What follows belongs to an exercise in optimizing a design on an open flow for small area and a short achievable clock period; a production flow would make more cautious choices. Only simulation tests tie the RTL to the original design; equivalence was not proved. Power and IR drop assume default switching activity.

==> trial 12: inputs <==
==> flow/design.v (excerpt) <==
module fetch_predict (
    input  logic        clk,
    input  logic        rst_n,
    input  logic        stall,
    input  logic [31:0] instr,
    input  logic        redirect,
    input  logic [31:0] redirect_pc,
    input  logic        commit_valid,
    input  logic [31:0] commit_pc,
    input  logic        commit_taken,
    input  logic [31:0] commit_target,
    output logic [31:0] pc,
    output logic [31:0] next_pc,
    output logic [1:0]  pred_src
);
    logic [31:2] pc_q;
    logic [31:2] pc_d;
    logic [31:2] npc;
    logic        btb_sel;
    logic [31:2] btb_target;
    logic        is_ret;
    logic        ras_valid;
    logic [31:2] ras_target;
    always_comb begin
        if (!rst_n) pc_d = 30'h2ff0_0000;         
        else if (redirect || !stall) pc_d = npc;
        else pc_d = pc_q;
    end
    logic [31:2] seq_q;
    always_ff @(posedge clk) begin
        pc_q <= pc_d;
        seq_q <= pc_d + 30'd1;
    end
    logic [63:0] pc_oh;
    logic [63:0] la_oh;
    assign pc_oh = 64'd1 << pc_q[7:2];
    logic [63:0] oh_e;
    logic [63:0] oh_f;
    logic [63:0] oh_r;
    logic        lg;
    logic        lh;
    logic        t_red;
    logic        t_stall;
    logic        t_ret;
    logic        t_seq;
    assign oh_r = 64'd1 << redirect_pc[7:2];
    assign oh_e = btb_sel ? 64'd1 << btb_target[7:2] : {pc_oh[62:0], pc_oh[63]};
    assign oh_f = ras_valid ? 64'd1 << ras_target[7:2] : oh_e;
    ret_decode u_la_dec (.instr(instr), .g(lg), .h(lh));
    la_select u_la_sel (.redirect(redirect), .stall(stall), .g(lg), .h(lh),
                        .t_red(t_red), .t_stall(t_stall), .t_ret(t_ret), .t_seq(t_seq));
    for (genvar i = 0; i < 64; i++) begin : g_la
  ...
make LEC_CHECK=0 CAP_MARGIN=20 CORE_MARGIN=2 CORE_UTILIZATION=40 PLACE_DENSITY=0.55 SETUP_SLACK_MARGIN=4.5 SLEW_MARGIN=20 SYNTH_HIERARCHICAL=1 SYNTH_MINIMUM_KEEP_SIZE=0 finish   # period 10.5 ns
run.sh (not shown) runs the stock make flow with config.mk's settings and CLKGATE_MAP_FILE= SYNTH_SCRIPT=/design/flow/synth_recipe.tcl, a recipe that flattens the netlist after the stock synthesis.
==> trial 4: changes against trial 12 <==
--- a/flow/design.v
+++ b/flow/design.v
@@ -32,11 +32,11 @@
 endpackage
 module btb_predictor (
     input  logic        clk,
     input  logic        rst_n,
     input  logic [63:0] la_oh,       
-    input  logic [31:8] pc_tag,      
+    input  logic [31:8] la_tag,      
     input  logic        upd_valid,
     input  logic [31:0] upd_pc,
     input  logic        upd_taken,
     input  logic [31:2] upd_target,
     output logic        btb_sel,     
@@ -93,27 +93,23 @@
             l_vt = l_vt | (la_oh[i] & valid_q[i] & ctr_q[i][1]);
             fwd = fwd | (la_oh[i] & w_oh[i]);
         end
     end
     logic fwd_taken;
-    logic vt_d;
-    logic vt_q;
-    logic [31:8] tag_nq;
+    logic sel_d;
     assign fwd_taken = upd_valid && upd_taken && fwd;
     always_comb begin
         if (fwd_taken) begin
-            vt_d = !(w_hit && w_ctr == 2'd0);
+            sel_d = (w_tag == la_tag) && !(w_hit && w_ctr == 2'd0);
         end else begin
-            vt_d = l_vt && !(upd_valid && fwd && w_hit && !w_ctr[0]);
+            sel_d = l_vt && (l_tag == la_tag) && !(upd_valid && fwd && w_hit && !w_ctr[0]);
         end
     end
     always_ff @(posedge clk) begin
-        vt_q <= rst_n && vt_d;
-        tag_nq <= fwd_taken ? w_tag : l_tag;
+        btb_sel <= rst_n && sel_d;
         btb_target <= fwd_taken ? upd_target : l_tgt;
     end
-    assign btb_sel = vt_q && (tag_nq == pc_tag);
     always_ff @(posedge clk) begin
         for (int i = 0; i < 64; i++) begin
             if (!rst_n) begin
                 valid_q[i] <= 1'b0;
             end else if (upd_valid && upd_taken && w_oh[i]) begin
@@ -221,17 +217,11 @@
     input  logic y,
     input  logic s0,
     input  logic x,
     output logic o
 );
-    logic n_r;
-    logic n_y;
-    logic n_x;
-    fp_nand2 u_r (.a(redirect), .b(rpc), .y(n_r));
-    fp_nand2 u_y (.a(s1), .b(y), .y(n_y));
-    fp_nand2 u_x (.a(s0), .b(x), .y(n_x));
-    fp_nand3 u_o (.a(n_r), .b(n_y), .c(n_x), .y(o));
+    assign o = (redirect && rpc) || (s1 && y) || (s0 && x);
 endmodule
 module next_pc_select (
     input  logic        redirect,
     input  logic [31:2] redirect_pc,
     input  logic [31:0] instr,
@@ -317,11 +307,11 @@
     end
     btb_predictor i_btb_predictor (
         .clk       (clk),
         .rst_n     (rst_n),
         .la_oh     (la_oh),
-        .pc_tag    (pc_q[31:8]),
+        .la_tag    (pc_d[31:8]),
         .upd_valid (commit_valid),
         .upd_pc    (commit_pc),
         .upd_taken (commit_taken),
         .upd_target(commit_target[31:2]),
         .btb_sel   (btb_sel),
==> out/qor.txt <==
Status - complete, no violations
CORE AREA - 403500 um^2
Register-to-register setup slack - 4270 ps
Nets - 10450
Diodes inserted - 131
Hold_ws - 488.0 ps
Seq pwr share - 0.511
Tmin final - 6337 ps
Comb_multi_in - 4784
Sequential share of cell area - 0.6101
Switching power - 8.238 mW
Post-Syn Area - 162300 um^2
Clkbuf count - 523
Post-DR wirelength/cell - 54.15 um
Vias in the first global route - 110400
Die Wd - 641.0 um
Hold path endpoint - i_btb_predictor.valid_q[16]$_SDFFE_PN0P_
Drt first pass iters - 8
Wire length on met1 - 286.5 mm
Postcts setup bufs - 291
The numbers above come from trial 4.

==> out/qor.txt <==
Sequential share of cell area - 0.6274
Post-Syn Area - 163300 um^2
Seq pwr share - 0.519
Die Wd - 643.0 um
Wire length on met1 - 282.8 mm
Status - complete, no violations
Vias in the first global route - 109000
Post-DR wirelength/cell - 52.47 um
Register-to-register setup slack - 4510 ps
Tmin final - 6282 ps
Switching power - 8.296 mW
Hold path endpoint - i_btb_predictor.valid_q[19]$_SDFFE_PN0P_
Hold_ws - 498.7 ps
CORE AREA - 406400 um^2
Drt first pass iters - 9
Nets - 10330
Diodes inserted - 103
The numbers above come from trial 12.

[port drivers added, routing unchanged]
Ports are ideal in the flow. The routed layouts listed here were re-timed in OpenROAD. Step 1 (the two cells are an assumption about what drives the block):
set clk [get_ports {clk}]
set_driving_cell -lib_cell sky130_fd_sc_hd__clkbuf_16 $clk
set_driving_cell -lib_cell sky130_fd_sc_hd__buf_2 [delete_from_list [all_inputs] $clk]
Step 2 also shifts input and output timing later by t, the mid clock arrival at the registers, as if the neighbouring blocks saw the same clock. Slacks: no drivers / after step 1 / after step 2; pairs: no drivers / after step 1.
run	shift t [ns]	setup WS [ns]	worst data-port slew with drivers (ns)	pins driven straight from the clock port
trial 12	1.095	4.218 / 4.268 / 3.173	0.32	1
trial 4	1.108	4.163 / 4.145 / 3.037	0.42	1
After both steps every run listed still meets setup and hold. For trial 4, which loses most, drivers alone change the setup slack by -0.018 ns; drivers and shift together by -1.126 ns.
